Source: an optimization exercise on an open RTL-to-GDS flow (aim: small area and a short achievable clock period). Production flows keep margins and buffers that such runs may drop.
Where RTL was checked, it was by simulation tests only, not by an equivalence proof against the original.
No functional check of the RTL was part of runs 2 and 3.
No activity file was given, so power comes from the tool's default toggle rates.

==> run.sh <==
#!/bin/bash
# synth_recipe.tcl (not shown) runs the flow's synth.tcl, then flattens the netlist and writes it again
# the make line also repeats each setting of config.mk as NAME=value (left out here)
make -C /OpenROAD-flow-scripts/flow DESIGN_CONFIG=/design/flow/config.mk WORK_HOME=/design/flow/orfs CLKGATE_MAP_FILE= SYNTH_SCRIPT=/design/flow/synth_recipe.tcl finish
==> config.mk <==
export PLATFORM = sky130hd
export DESIGN_NAME = tile_map_ctrl
export DESIGN_NICKNAME = tile_map_ctrl
export VERILOG_FILES = /design/flow/design.v
export SDC_FILE = /design/flow/constraint.sdc
export NUM_CORES = 4
export LEC_CHECK = 0
export CAP_MARGIN = 20
export CORE_MARGIN = 2
export CORE_UTILIZATION = 40
export SLEW_MARGIN = 20
==> constraint.sdc <==
create_clock -name core_clock -period 4.6 [get_ports {clk}]
set_input_delay 0.9200 -clock core_clock [delete_from_list [all_inputs] [get_ports {clk}]]
set_output_delay 0.9200 -clock core_clock [all_outputs]
set_load 0.01 [all_outputs]
==> design.v <==
module tile_map_ctrl #(
  parameter int COLS       = 20,
  parameter int ROWS       = 15,
  parameter int TW         = 4,
  parameter int TILE_SHIFT = 5,
  parameter int RESET_FILL = 1
) (
  input  logic          clk,
  input  logic          rst,
  input  logic          fill_start,
  input  logic [TW-1:0] fill_val,
  output logic          busy,
  output logic          fill_done,
  input  logic          req0_valid,
  input  logic [4:0]    req0_x,
  input  logic [3:0]    req0_y,
  input  logic [TW-1:0] req0_data,
  output logic          req0_ready,
  input  logic          req1_valid,
  input  logic [4:0]    req1_x,
  input  logic [3:0]    req1_y,
  input  logic [TW-1:0] req1_data,
  output logic          req1_ready,
  input  logic [9:0]    h_cnt,
  input  logic [9:0]    v_cnt,
  input  logic          valid,
  output logic [TW-1:0] pix_tile
);
  localparam int            DEPTH     = COLS * ROWS;
  localparam int            AW        = $clog2(DEPTH);
  localparam logic [AW-1:0] LAST_ADDR = AW'(DEPTH - 1);
  localparam logic [TW-1:0] RESET_VAL = TW'(RESET_FILL);
  typedef enum logic {
    ST_FILL = 1'b0,
    ST_IDLE = 1'b1
  } state_t;
  state_t        state_reg, state_next;
  logic [AW-1:0] fill_cnt_reg, fill_cnt_next;
  logic [TW-1:0] fill_val_reg, fill_val_next;
  logic          last_grant_reg, last_grant_next;
  logic          fill_done_reg, fill_done_next;
  logic          fill_last;
  logic          req_valid    [2];
  logic [4:0]    req_x        [2];
  logic [3:0]    req_y        [2];
  logic [TW-1:0] req_data     [2];
  logic          req_in_range [2];
  logic [AW-1:0] req_addr     [2];
  logic [1:0]    grant;
  logic          wr_en;
  logic [AW-1:0] wr_addr;
  logic [TW-1:0] wr_data;
  logic [9:0]    tx;
  logic [9:0]    ty;
  logic          rd_hit;
  logic [AW-1:0] rd_addr;
  logic [TW-1:0] pix_tile_reg;
  logic [TW-1:0] mem [DEPTH];
  assign req_valid[0] = req0_valid;
  assign req_valid[1] = req1_valid;
  assign req_x[0]     = req0_x;
  assign req_x[1]     = req1_x;
  assign req_y[0]     = req0_y;
  assign req_y[1]     = req1_y;
  assign req_data[0]  = req0_data;
  assign req_data[1]  = req1_data;
  generate
    for (genvar gi = 0; gi < 2; gi++) begin : g_req
      assign req_in_range[gi] = (req_x[gi] < 5'(COLS)) && (req_y[gi] < 4'(ROWS));
      assign req_addr[gi]     = AW'(req_y[gi]) * AW'(COLS) + AW'(req_x[gi]);
    end
  endgenerate
  assign fill_last  = (fill_cnt_reg == LAST_ADDR);
  assign req0_ready = grant[0];
  assign req1_ready = grant[1];
  assign fill_done  = fill_done_reg;
  assign pix_tile   = pix_tile_reg;
  always_ff @(posedge clk) begin
    if (rst) begin
      state_reg <= ST_FILL;
    end else begin
      state_reg <= state_next;
    end
  end
  always_comb begin
    state_next = state_reg;
    case (state_reg)
      ST_FILL: begin
        if (fill_last) begin
          state_next = ST_IDLE;
        end
      end
      ST_IDLE: begin
        if (fill_start) begin
          state_next = ST_FILL;
        end
      end
      default: state_next = ST_FILL;
    endcase
  end
  always_comb begin
    busy    = 1'b0;
    grant   = 2'b00;
    wr_en   = 1'b0;
    wr_addr = '0;
    wr_data = '0;
    if (rst) begin
      busy = 1'b1;
    end else begin
      case (state_reg)
        ST_FILL: begin
          busy    = 1'b1;
          wr_en   = 1'b1;
          wr_addr = fill_cnt_reg;
          wr_data = fill_val_reg;
        end
        ST_IDLE: begin
          if (!fill_start) begin
            if (req_valid[0] && req_valid[1]) begin
              grant = last_grant_reg ? 2'b01 : 2'b10;
            end else if (req_valid[0]) begin
              grant = 2'b01;
            end else if (req_valid[1]) begin
              grant = 2'b10;
            end
            if (grant[0] && req_in_range[0]) begin
              wr_en   = 1'b1;
              wr_addr = req_addr[0];
              wr_data = req_data[0];
            end else if (grant[1] && req_in_range[1]) begin
              wr_en   = 1'b1;
              wr_addr = req_addr[1];
              wr_data = req_data[1];
            end
          end
        end
        default: busy = 1'b1;
      endcase
    end
  end
  always_comb begin
    fill_cnt_next   = fill_cnt_reg;
    fill_val_next   = fill_val_reg;
    last_grant_next = last_grant_reg;
    fill_done_next  = 1'b0;
    case (state_reg)
      ST_FILL: begin
        fill_cnt_next  = fill_last ? '0 : fill_cnt_reg + 1'b1;
        fill_done_next = fill_last;
      end
      ST_IDLE: begin
        if (fill_start) begin
          fill_cnt_next = '0;
          fill_val_next = fill_val;
        end else if (grant[0]) begin
          last_grant_next = 1'b0;
        end else if (grant[1]) begin
          last_grant_next = 1'b1;
        end
      end
      default: fill_cnt_next = '0;
    endcase
  end
  always_ff @(posedge clk) begin
    if (rst) begin
      fill_cnt_reg   <= '0;
      fill_val_reg   <= RESET_VAL;
      last_grant_reg <= 1'b1;
      fill_done_reg  <= 1'b0;
    end else begin
      fill_cnt_reg   <= fill_cnt_next;
      fill_val_reg   <= fill_val_next;
      last_grant_reg <= last_grant_next;
      fill_done_reg  <= fill_done_next;
    end
  end
  assign tx      = h_cnt >> TILE_SHIFT;
  assign ty      = v_cnt >> TILE_SHIFT;
  assign rd_hit  = valid && (tx < 10'(COLS)) && (ty < 10'(ROWS));
  assign rd_addr = rd_hit ? (AW'(ty) * AW'(COLS) + AW'(tx)) : '0;
  always_ff @(posedge clk) begin
    if (wr_en) begin
      mem[wr_addr] <= wr_data;
    end
  end
  always_ff @(posedge clk) begin
    if (rst) begin
      pix_tile_reg <= '0;
    end else begin
      pix_tile_reg <= rd_hit ? mem[rd_addr] : '0;
    end
  end
endmodule
==> results of run 1 <==
final timing paths:
| check | cells after the start | end | from | slack (ns) |
|---|---|---|---|---|
| worst max-delay path | 13 | pix_tile_reg[3] | v_cnt[9] | 0.33 |
| worst min-delay path | 1 | fill_val_reg[0] | fill_val_reg[0] | 0.46 |
| worst max register to register | 7 | mem[41][0] | state_reg | 1.44 |
| worst min register to register | 1 | fill_val_reg[0] | fill_val_reg[0] | 0.46 |
synthesized netlist by cell type (all sizes together) (14+ instances only):
| master | number |
|---|---|
| nand3 | 31 |
| edfxtp | 1200 |
| a21oi | 142 |
| o32ai | 26 |
| nand2b | 19 |
| inv | 18 |
| a211oi | 41 |
| o22ai | 109 |
| a41oi | 15 |
| a21o | 17 |
| nand2 | 89 |
| o221ai | 106 |
| nor2b | 23 |
| a22oi | 19 |
| mux4 | 39 |
| o21ai | 117 |
| and3 | 14 |
| o2111ai | 19 |
| clkbuf | 89 |
| o211ai | 53 |
| nor2 | 443 |
| nor3 | 87 |
| a221oi | 23 |
| ha | 24 |
| mux2i | 198 |
| o31ai | 15 |
| mux2 | 47 |
| dfxtp | 20 |
| nand4 | 29 |
| nor4 | 15 |
| a31oi | 23 |
| buf | 182 |
routing by layer:
layer / wire length [um] / up-vias
li1: - / 15100
met1: 66800 / 17700
met2: 72900 / 1775
met3: 15200 / 269
met4: 4540 / 0
met5: 0 / -
placed cells by master, fill, tap and decap left out, drive strengths merged, types with 41 or more instances in the layout:
master         Yosys  layout
nor2             443     443
edfxtp          1200    1200
buf              182     651
a21oi            142     142
o221ai           106     106
nor3              87      87
a211oi            41      41
o211ai            53      53
o21ai            117     117
clkbuf            89     175
clkdlybuf4s50      0      51
o22ai            109     109
mux2i            198     198
nand2             89      89
mux2              47      47
report_power, final:
group / leakage, nW / switching [mW] / internal (mW)
combinational: 8.16 / 1.11 / 0.677
sequential: 12.7 / 0.00758 / 12.1
clock: 1.97 / 4.28 / 5.91
worst max-delay path: stages:
cell and delay (ns):
clkdlybuf4s50_1 0.52, buf_4 0.22, nor2b_4 0.65, nand4_1 0.47
buf_12 0.30, buf_12 0.17, o221ai_1 0.18, o31a_1 0.19
a211oi_1 0.10, buf_4 0.16, a311oi_1 0.54, and4_1 0.38
nor3_1 0.06
final cells by class:
cell class	count	area (um2)	area share, %
flip-flops and latches	1220	36400	57.7
repair buffers	702	6270	9.93
multi-input cells	1995	14100	22.3
well taps	1742	2180	3.45
diodes	1	2.50	0.00396
clock buffers	175	3540	5.60
clock inverters	48	546	0.864
inverters	19	71.3	0.113
through the flow:
| step | std cells | worst slack (ns) | hold slack (ns) | total power [mW] |
|---|---|---|---|---|
| after floorplan | 3505 | -0.344 | 0.435 | 13.3 |
| after global placement | 5678 | -0.217 | 0.444 | 14.1 |
| after detailed placement | 5678 | -0.271 | 0.450 | 14.1 |
| after CTS | 5901 | 0.505 | 0.465 | 24.2 |
| after global routing | 5901 | 0.229 | 0.492 | 24.7 |
| final | 5902 | 0.331 | 0.462 | 24.1 |
cells by family (layout without fill, tap and decap cells):
group	Yosys count	in the layout	synth area share, %
XOR/XNOR	17	17	0.316
other	0	1	0
buffers and inverters	290	944	2.83
multiplexers	284	284	6.54
flip-flops	1220	1220	70.3
AND/OR/NAND/NOR	823	823	7.73
adder cells (fa/ha/maj)	30	30	0.811
AO/OA/AOI/OAI	841	841	11.5
==> results.json, run 1 <==
{
  "design.core.area_um2": 129000,
  "first_global_vias": 34000,
  "max_freq_mhz": 234,
  "maxCapViolCount": 0,
  "fillers": 11100,
  "period_minus_slack_ns": 4.27,
  "firstDrtPassIters": 5,
  "layout.nets": 4155,
  "layout-drive-gt1-share_pct": 24.1,
  "cts_sinks": 1220,
  "wl_per_cell_um": 27.0,
  "utilization_pct": 48.9,
  "numPortBuffers": 53,
  "met3_usage_pct": 4.51,
  "path_max_fanout": 18,
  "synth_ff_type": "edfxtp_1",
  "synth_edf_count": 1200,
  "via_per_inst": 5.91,
  "synth-seq-cells": 1220,
  "num_rows": 132,
  "synthTopCellsByArea": "edfxtp_1, mux2i_1, nor2_1, o221ai_1, mux4_2",
  "detail-route-antenna-nets": 0,
  "async_reset_ff_share_pct": 0,
  "area_growth_pct": 21.8,
  "critPathLaunchType": "input pin",
  "yosysUniqueCellTypes": 95,
  "dpl.hpwl_um": 101000,
  "post_cts_buffers": 0,
  "setup_tns_ns": 0,
  "grt_max_degree": 135,
  "fin_crit_sh_pct": 92.8,
  "cts_resized": 0,
  "grt_overflow": 0,
  "stdcell_area_um2": 63100,
  "synth.top_cell.area_share_pct": 69.5,
  "place_congestion": 0.886,
  "drc": 0,
  "critPathArrivalTime_ns": 4.89,
  "use_met1_pct": 33.8,
  "clk_latency_ns": 0.76,
  "io_pins": 64,
  "avgSynthCellArea_um2": 14.8,
  "rsz0062_at_grt": "false",
  "cts_buffers": 131,
  "synth.cell_area_um2": 51900,
  "grt_util_met2_pct": 37.3,
  "status": "no timing/DRC/antenna violations",
  "hold_violations": 0,
  "cts_root_buf": "clkbuf_16",
  "die_height_um": 364,
  "ys_seq_area_share_pct": 70.3,
  "grt_use_total_pct": 23.9,
  "syn_nets": 3591,
  "critical_path_class": "input pin to register",
  "p_per_area_nw_per_um2": 381,
  "drt_iter0_markers": 4479,
  "yosysTopAreaCell": "edfxtp_1",
  "largest_reg_flops": 1200,
  "required_ns": 5.22,
  "setup_viol": 0,
  "slew-limit-headroom_pct": 41.2,
  "hp-class": "register to register",
  "antenna_found_initial": 3,
  "dpl_cell_area_um2": 59100,
  "clock_skew_ns": 0.0372,
  "peakVddDrop_mv": 0.265,
  "wl_um": 159000,
  "leakage_nw": 22.8,
  "dr_total_vias": 34900,
  "worst_pin_slew_ns": 0.879,
  "drv_slew": 0,
  "fp.dieArea_um2": 133000,
  "netlist_instances": 3505,
  "end_kind": "register",
  "grt.busiest_layer": "met2",
  "cts-hold-fix-buffers": 0,
  "yosys_warnings": 7,
  "die_x_um": 364,
  "clockBufferDepth": 3,
  "grt_pass1_wl_um": 230000,
  "htree_levels": 4,
  "cts_tree": "built",
  "initial_core_util_pct": 40.1,
  "clk_pin_slew_ns": 0.05
}
==> run 2, diff against run 1 <==
==> design.v (replaced) <==
module tile_map_ctrl #(
  parameter int COLS       = 20,
  parameter int ROWS       = 15,
  parameter int TW         = 4,
  parameter int TILE_SHIFT = 5,
  parameter int RESET_FILL = 1
) (
  input  logic          clk,
  input  logic          rst,
  input  logic          fill_start,
  input  logic [TW-1:0] fill_val,
  output logic          busy,
  output logic          fill_done,
  input  logic          req0_valid,
  input  logic [4:0]    req0_x,
  input  logic [3:0]    req0_y,
  input  logic [TW-1:0] req0_data,
  output logic          req0_ready,
  input  logic          req1_valid,
  input  logic [4:0]    req1_x,
  input  logic [3:0]    req1_y,
  input  logic [TW-1:0] req1_data,
  output logic          req1_ready,
  input  logic [9:0]    h_cnt,
  input  logic [9:0]    v_cnt,
  input  logic          valid,
  output logic [TW-1:0] pix_tile
);
  localparam logic [TW-1:0] RESET_VAL = TW'(RESET_FILL);
  logic          filling;       
  logic [4:0]    fill_x;        
  logic [3:0]    fill_y;        
  logic [TW-1:0] fill_val_reg;
  logic          last_grant;    
  logic          fill_done_reg;
  logic [TW-1:0] pix_tile_reg;
  logic          fill_last;
  logic          fill_wr;
  logic          arb_ok;
  logic          grant0, grant1;
  logic [ROWS-1:0] wr_row;
  logic [COLS-1:0] wr_col;
  logic [TW-1:0]   wr_data;
  logic [4:0]      tx, ty;
  logic [ROWS-1:0] rd_row;
  logic [COLS-1:0] rd_col;
  logic [TW-1:0]   row_val [ROWS];
  logic [TW-1:0]   rd_val;
  logic [TW-1:0]   mem [ROWS][COLS];
  assign fill_last = (fill_x == 5'(COLS - 1)) && (fill_y == 4'(ROWS - 1));
  assign fill_wr   = filling && !rst;
  assign arb_ok    = !filling && !rst && !fill_start;
  assign grant0    = arb_ok && req0_valid && (!req1_valid || last_grant);
  assign grant1    = arb_ok && req1_valid && (!req0_valid || !last_grant);
  assign busy       = rst || filling;
  assign fill_done  = fill_done_reg;
  assign req0_ready = grant0;
  assign req1_ready = grant1;
  assign pix_tile   = pix_tile_reg;
  always_ff @(posedge clk) begin
    if (rst) begin
      filling       <= 1'b1;
      fill_x        <= '0;
      fill_y        <= '0;
      fill_val_reg  <= RESET_VAL;
      last_grant    <= 1'b1;
      fill_done_reg <= 1'b0;
    end else begin
      fill_done_reg <= filling && fill_last;
      if (filling) begin
        if (fill_x == 5'(COLS - 1)) begin
          fill_x <= '0;
          fill_y <= (fill_y == 4'(ROWS - 1)) ? '0 : fill_y + 1'b1;
        end else begin
          fill_x <= fill_x + 1'b1;
        end
        if (fill_last) filling <= 1'b0;
      end else if (fill_start) begin
        filling      <= 1'b1;
        fill_val_reg <= fill_val;
      end else if (grant0) begin
        last_grant <= 1'b0;
      end else if (grant1) begin
        last_grant <= 1'b1;
      end
    end
  end
  always_comb begin
    for (int r = 0; r < ROWS; r++) begin
      wr_row[r] = (fill_wr && fill_y == 4'(r)) ||
                  (grant0 && req0_y == 4'(r)) ||
                  (grant1 && req1_y == 4'(r));
    end
    for (int c = 0; c < COLS; c++) begin
      wr_col[c] = (fill_wr && fill_x == 5'(c)) ||
                  (grant0 && req0_x == 5'(c)) ||
                  (grant1 && req1_x == 5'(c));
    end
    wr_data = fill_wr ? fill_val_reg : (grant0 ? req0_data : req1_data);
  end
  always_ff @(posedge clk) begin
    for (int r = 0; r < ROWS; r++) begin
      for (int c = 0; c < COLS; c++) begin
        if (wr_row[r] && wr_col[c]) begin
          mem[r][c] <= wr_data;
        end
      end
    end
  end
  assign tx = h_cnt[9:TILE_SHIFT];
  assign ty = v_cnt[9:TILE_SHIFT];
  always_comb begin
    for (int r = 0; r < ROWS; r++) begin
      rd_row[r] = valid && !rst && (ty == 5'(r));
    end
    for (int c = 0; c < COLS; c++) begin
      rd_col[c] = (tx == 5'(c));
    end
    for (int r = 0; r < ROWS; r++) begin
      row_val[r] = '0;
      for (int c = 0; c < COLS; c++) begin
        row_val[r] = row_val[r] | (mem[r][c] & {TW{rd_col[c]}});
      end
    end
    rd_val = '0;
    for (int r = 0; r < ROWS; r++) begin
      rd_val = rd_val | (row_val[r] & {TW{rd_row[r]}});
    end
  end
  always_ff @(posedge clk) begin
    pix_tile_reg <= rd_val;
  end
endmodule
==> results.json, run 2 <==
{
  "peakVddDrop_mv": 0.334,
  "netlist_instances": 3011,
  "dpl.hpwl_um": 106000,
  "rr_worst_depth": 10,
  "ys_seq_area_share_pct": 76.6,
  "synth_common_cells": "edfxtp_1, nor2_1, a22oi_1",
  "synth-seq-cells": 1220,
  "grt_overflow": 0,
  "critPathLaunchType": "input pin",
  "power_frac_clock_pct": 41.3,
  "worst_path_most_repeated_cell": "buf_4",
  "hold_ws_ns": 0.495,
  "max_freq_mhz": 255,
  "end_kind": "register",
  "wl_per_cell_um": 33.9,
  "dp.cells": 4623,
  "status": "no timing/DRC/antenna violations",
  "power.switching_mw": 4.95,
  "critPathMaxStageDelay_ns": 0.62,
  "path_cells": "buf_6 > nand2b_1 > buf_4 > nor2_4 > buf_4 > nand2_1 > o21ai_0 > a2111oi_0 > buf_4 > a21oi_1 > a2111o_1 > or3_1",
  "synth_edf_count": 1200,
  "firstDrtPassIters": 7,
  "hold_violations": 0,
  "clk_pin_slew_ns": 0.06,
  "cts_buffers": 121,
  "area_growth_pct": 16.6,
  "drv_slew": 0,
  "layout-drive-gt1-share_pct": 15.4,
  "async_reset_ff_share_pct": 0,
  "maxCapViolCount": 0,
  "drc": 0,
  "synth.top_cell.area_share_pct": 75.8,
  "detail-route-antenna-nets": 0,
  "sw_frac_of_total_pct": 21.8,
  "power_frac_comb_pct": 4.8,
  "dpl_cell_area_um2": 51700,
  "cts-hold-fix-buffers": 0,
  "min-delay-start": "fill_val_reg[1]",
  "finalPower_mw": 22.7,
  "clk_latency_ns": 0.72,
  "cp_slowest_cell": "a2111oi_0",
  "synthTopCellsByArea": "edfxtp_1, a22oi_1, nor2_1, mux2i_1, a22o_1",
  "synth.most_common_cell": "edfxtp_1",
  "cts_tree": "built",
  "fillers": 10100,
  "required_ns": 5.16,
  "final_cell_mix": "edfxtp_1, nor2_1, a22oi_1",
  "critical_path_class": "input pin to register",
  "synth.cell_area_um2": 47500,
  "reg2reg_from": "filling",
  "place_congestion": 0.917,
  "preCtsSetupSlack_ns": 0.172,
  "synth_ff_type": "edfxtp_1",
  "post_cts_buffers": 0,
  "routed.top_layer": "met5",
  "fp.dieArea_um2": 122000,
  "layout.nets": 3272,
  "path_max_fanout": 27,
  "setup_tns_ns": 0,
  "p_per_area_nw_per_um2": 410,
  "first_global_vias": 29600,
  "period_minus_slack_ns": 3.93,
  "dr_total_vias": 30800,
  "die_height_um": 349,
  "mostFrequentLayoutCell": "edfxtp_1",
  "yosysUniqueCellTypes": 82,
  "met1_length_um": 62300,
  "endpoint": "pix_tile_reg[0]",
  "critPathArrivalTime_ns": 4.48,
  "fin_ws_ns": 0.672,
  "wl_um": 164000,
  "yosysTopAreaCell": "edfxtp_1",
  "cts_root_buf": "clkbuf_16",
  "drt_iter0_markers": 4843,
  "wl_met2_um": 73800,
  "stdcell_count": 4845,
  "slew-limit-headroom_pct": 19.4,
  "worst_pin_slew_ns": 1.21,
  "internal_power_mw": 17.8,
  "avgSynthCellArea_um2": 15.8,
  "clockBufferDepth": 3,
  "cts_sinks": 1220,
  "critical_path.top_delay_family": "compound AO/OA/AOI/OAI gates",
  "numPortBuffers": 53,
  "die_x_um": 349,
  "clock_skew_ns": 0.0287,
  "reg2reg_to": "mem[73][1]",
  "via_per_inst": 6.36,
  "setup_viol": 0,
  "regMostFlops": "mem",
  "initial_core_util_pct": 40.3,
  "stdcell_area_um2": 55500,
  "worst-path-stages": 12,
  "utilization_pct": 47.0,
  "cp_num_buf_inv": 4,
  "fin_crit_sh_pct": 85.4,
  "reg2reg_slack_ns": 1.32,
  "hp-class": "register to register",
  "grt_use_total_pct": 26.7,
  "syn_nets": 3072,
  "pwr-share-seq_pct": 53.9,
  "grt_max_degree": 100,
  "rsz0062_at_grt": "false",
  "leakage_nw": 17.3,
  "cts_resized": 0,
  "crit_path_start": "h_cnt[6]",
  "largest_reg_flops": 1200,
  "num_rows": 126,
  "yosys_warnings": 3,
  "grt_pass1_wl_um": 229000,
  "htree_levels": 3,
  "routed-wl-met3_um": 20300,
  "io_pins": 64,
  "design.core.area_um2": 118000,
  "antenna_found_initial": 7
}
[run 2: logic make-up after synthesis]
group	Yosys count	share of synthesized area (%)
AND/OR/NAND/NOR	754	7.20
adder cells (fa/ha/maj)	5	0.132
buffers and inverters	210	2.10
flip-flops	1220	76.6
multiplexers	148	3.29
XOR/XNOR	1	0.0184
AO/OA/AOI/OAI	673	10.6
[run 2: cell type report]
type	count	area (um2)	area share [%]
Sequential cell	1220	36400	65.7
Multi-Input combinational cell	1581	10600	19.1
Clock buffer	148	3150	5.68
Timing Repair Buffer	275	2770	5.00
Tap cell	1536	1920	3.47
Clock inverter	71	527	0.950
Inverter	12	57.6	0.104
Antenna cell	2	5.00	0.00903
[run 2: worst register-to-register path, delay by kind of cell, from the launching register on]
kind                   cells  cell delay [ns]
AND/OR/NAND/NOR            6             1.64
buffers and inverters      3             0.65
AO/OA/AOI/OAI              1             0.13
flip-flops                 1             0.58
[run 2: how the worst min path moves through the flow]
stage	slack, ns	depth (start not counted)	end
3_5_place_dp	0.49	2	fill_val_reg[1]
5_1_grt	0.53	2	fill_val_reg[3]
6_report	0.49	2	fill_val_reg[1]
4_1_cts	0.50	2	fill_val_reg[1]
3_3_place_gp	0.48	2	fill_val_reg[1]
2_1_floorplan	0.46	2	fill_val_reg[1]
[run 2: per-layer routing]
| metal | vias up | track usage [%] |
|---|---|---|
| met5 | - | 0 |
| met4 | 6 | 11.1 |
| met3 | 418 | 6.26 |
| met2 | 2236 | 41.4 |
| met1 | 15700 | 36.4 |
| li1 | 12500 | - |
[run 2: power by group through the flow]
stage	combinational, mW	clock, mW	sequential, mW
5_1_grt	1.11	9.86	12.2
2_1_floorplan	0.453	0	12.5
3_3_place_gp	1.04	0	12.5
4_1_cts	1.05	9.44	12.3
6_report	1.08	9.40	12.3
3_5_place_dp	1.05	0	12.5
==> run 3, diff against run 2 <==
--- a/config.mk
+++ b/config.mk
@@ -7,5 +7,7 @@
 export LEC_CHECK = 0
+export ABC_CLOCK_PERIOD_IN_PS = 2600
 export CAP_MARGIN = 20
 export CORE_MARGIN = 2
-export CORE_UTILIZATION = 40
+export CORE_UTILIZATION = 55
+export SETUP_SLACK_MARGIN = 2.0
 export SLEW_MARGIN = 20
==> results.json, run 3 <==
{
  "via_per_inst": 7.01,
  "die_x_um": 298,
  "stdcell_area_um2": 60100,
  "cts_tree": "built",
  "cts_buffers": 120,
  "dpl.hpwl_um": 110000,
  "leakage_nw": 18.9,
  "cts_root_buf": "clkbuf_16",
  "place_congestion": 0.937,
  "synth_ff_type": "edfxtp_1",
  "clk_pin_slew_ns": 0.06,
  "routed.top_layer": "met5",
  "status": "no timing/DRC/antenna violations",
  "path_max_fanout": 6,
  "clock_skew_ns": 0.0333,
  "ys_seq_area_share_pct": 76.6,
  "synth_fa_ha_area_share_pct": 0.132,
  "cts-hold-fix-buffers": 0,
  "final_cell_mix": "edfxtp_1, nor2_4, a22oi_1",
  "cp_slowest_cell": "or4b_4",
  "period_minus_slack_ns": 3.20,
  "fin_crit_sh_pct": 69.5,
  "htree_levels": 3,
  "io_pins": 64,
  "first_global_vias": 31000,
  "power_frac_comb_pct": 5.5,
  "routed-wl-met3_um": 24700,
  "syn_nets": 3072,
  "synth_common_cells": "edfxtp_1, nor2_1, a22oi_1",
  "wl_per_cell_um": 37.6,
  "power_frac_clock_pct": 41.0,
  "async_reset_ff_share_pct": 0,
  "synth_edf_count": 1200,
  "drt_iter0_markers": 5213,
  "critPathMaxStageDelay_ns": 0.54,
  "grt_use_total_pct": 38.6,
  "rsz0062_at_grt": "true",
  "hp-class": "register to register",
  "yosysUniqueCellTypes": 82,
  "power.switching_mw": 5.06,
  "layout-drive-gt1-share_pct": 31.7,
  "grt_pass1_wl_um": 239000,
  "netlist_instances": 3011,
  "clk_latency_ns": 0.71,
  "area_growth_pct": 26.5,
  "cp_num_buf_inv": 5,
  "sw_frac_of_total_pct": 22.1,
  "largest_reg_flops": 1200,
  "die_height_um": 298,
  "detail-route-antenna-nets": 0,
  "synth_top_family_by_area": "compound AO/OA/AOI/OAI gates",
  "maxCapViolCount": 0,
  "setup_viol": 0,
  "grt_max_degree": 105,
  "hold_ws_ns": 0.518,
  "clockBufferDepth": 3,
  "avgSynthCellArea_um2": 15.8,
  "slew-limit-headroom_pct": 39.6,
  "pwr-share-seq_pct": 53.5,
  "critPathLaunchType": "input pin",
  "synth-seq-cells": 1220,
  "p_per_area_nw_per_um2": 381,
  "initial_core_util_pct": 55.7,
  "synthXorXnorAreaFrac_pct": 0.0184,
  "layout.nets": 3453,
  "max_freq_mhz": 313,
  "peakVddDrop_mv": 0.360,
  "required_ns": 5.18,
  "critPathArrivalTime_ns": 3.78,
  "critical_path_class": "input pin to register",
  "synthSimpleGateAreaFrac_pct": 7.20,
  "synth_compound_area_share_pct": 10.6,
  "path_cells": "buf_12 > bufbuf_16 > buf_4 > and3b_2 > buf_12 > a222oi_1 > a31oi_1 > buf_4 > or4b_4 > or4_1",
  "critical_path.top_delay_family": "simple AND/OR/NAND/NOR gates",
  "synth.most_common_cell": "edfxtp_1",
  "design.core.area_um2": 85400,
  "grt_overflow": 0,
  "num_rows": 107,
  "numPortBuffers": 53,
  "drc": 0,
  "fillers": 5695,
  "dr_total_vias": 32500,
  "regMostFlops": "mem",
  "finalPower_mw": 22.9,
  "mostFrequentLayoutCell": "edfxtp_1",
  "firstDrtPassIters": 9,
  "cts_sinks": 1220,
  "synth.top_cell.area_share_pct": 75.8,
  "end_kind": "register",
  "synthMuxAreaShare_pct": 3.29,
  "internal_power_mw": 17.8,
  "hold_violations": 0,
  "synthTopCellsByArea": "edfxtp_1, a22oi_1, nor2_1, mux2i_1, a22o_1",
  "worst_pin_slew_ns": 0.906,
  "drv_slew": 0,
  "wl_um": 174000,
  "yosysTopAreaCell": "edfxtp_1",
  "antenna_found_initial": 4,
  "fp.dieArea_um2": 88800,
  "synth.cell_area_um2": 47500,
  "wl_met2_um": 77100,
  "met1_length_um": 63200,
  "dpl_cell_area_um2": 51600,
  "yosys_warnings": 3
}
==> run 3: cell counts after synthesis <==
No cell type changed its count.
==> run 3: metrics by stage <==
step                util (%)  setup WS, ns  TNS (ns)  cells
global placement        60.2        -0.145    -0.145   4257
finish                  70.4          1.40         0   4634
detailed placement      60.4        -0.140    -0.140   4263
global route            70.4          1.45         0   4632
floorplan                  -        -0.780   -935.41   3011
CTS                     67.9          1.52         0   4581
==> run 3: layer usage <==
metal	up-vias	track usage (%)
li1	12900	-
met5	-	0
met3	433	11.5
met1	16500	53.3
met2	2687	57.8
met4	2	16.0
==> run 3: layout make-up <==
| type | instances | area, um2 | share of cell area (%) |
|---|---|---|---|
| Antenna cell | 3 | 7.51 | 0.0125 |
| Clock inverter | 70 | 578 | 0.961 |
| Multi-Input combinational cell | 1585 | 13400 | 22.2 |
| Clock buffer | 147 | 3100 | 5.16 |
| Timing Repair Buffer | 453 | 5150 | 8.57 |
| Inverter | 12 | 60.1 | 0.0999 |
| Tap cell | 1144 | 1430 | 2.38 |
| Sequential cell | 1220 | 36400 | 60.6 |
==> run 3: cells by family after synthesis <==
logic type                 Yosys count
AOI/OAI and AO/OA                  673
buffers and inverters              210
xor gates and xnor gates             1
DFF                               1220
muxes                              148
adders and majority gates            5
and+or+nand+nor                    754
==> run 3: worst min-delay path, delay by kind of cell (launching register included) <==
family / cells / cell delay (ns)
simple gates: 1 / 0.08
flops: 1 / 0.33
mux: 1 / 0.07
==> run 3: path summary, 6_finish.rpt <==
check	from	to	slack (ns)	cells past startpoint
setup / recovery	h_cnt[7]	pix_tile_reg[2]	1.40	10
hold / removal	fill_val_reg[1]	fill_val_reg[1]	0.52	2
setup reg to reg	mem[275][2]	pix_tile_reg[2]	1.67	7
hold reg to reg	fill_val_reg[1]	fill_val_reg[1]	0.52	2
==> run 3: timing repair <==
action / 4_1_cts / 5_1_grt
cloned: 6 / 5
gates resized for setup: 473 / 358
endpoints found under the setup margin: 2033 / 1177
setup buffers: 95 / 45
pin swaps: 50 / 81
==> run 3: power by group through the flow <==
stage               sequential (mW)  combinational, mW  clock [mW]
finish                         12.3               1.26        9.38
global route                   12.2               1.28        9.78
CTS                            12.3               1.17        9.37
detailed placement             12.5               1.06           0
global placement               12.5               1.04           0
floorplan                      12.5              0.453           0

re-timing with driven ports:
In the flow no input, the clock included, has a driving cell. The finished layouts below were timed again as built, in two steps. Step 1 sets driving cells, clkbuf_16 on the clock port and buf_2 on the other inputs (assumed; they add their load-dependent delay and slew). Step 2 moves the port delays by t, midway between the first and last clock arrival at a register: inputs arrive t later, outputs are due t later. That takes back most of the time a late clock gives input paths. Three values: no drivers, after step 1, after step 2; two values: the first two.
| run | shift t [ns] | setup WS [ns] | worst setup path after step 2 | worst slew at a driven data input, ns |
|---|---|---|---|---|
| run 1 | 0.812 | 0.331 / 0.381 / -0.432 | input to register | 0.05 |
| run 2 | 0.782 | 0.672 / 0.700 / -0.073 | input to register | 0.06 |
| run 3 | 0.770 | 1.404 / 1.387 / 0.618 | input to register | 0.21 |
With both steps, setup timing fails in run 1 and run 2, where it was met with ideal ports. For run 3, which loses most, drivers alone change the setup slack by -0.017 ns; drivers and shift together by -0.786 ns.
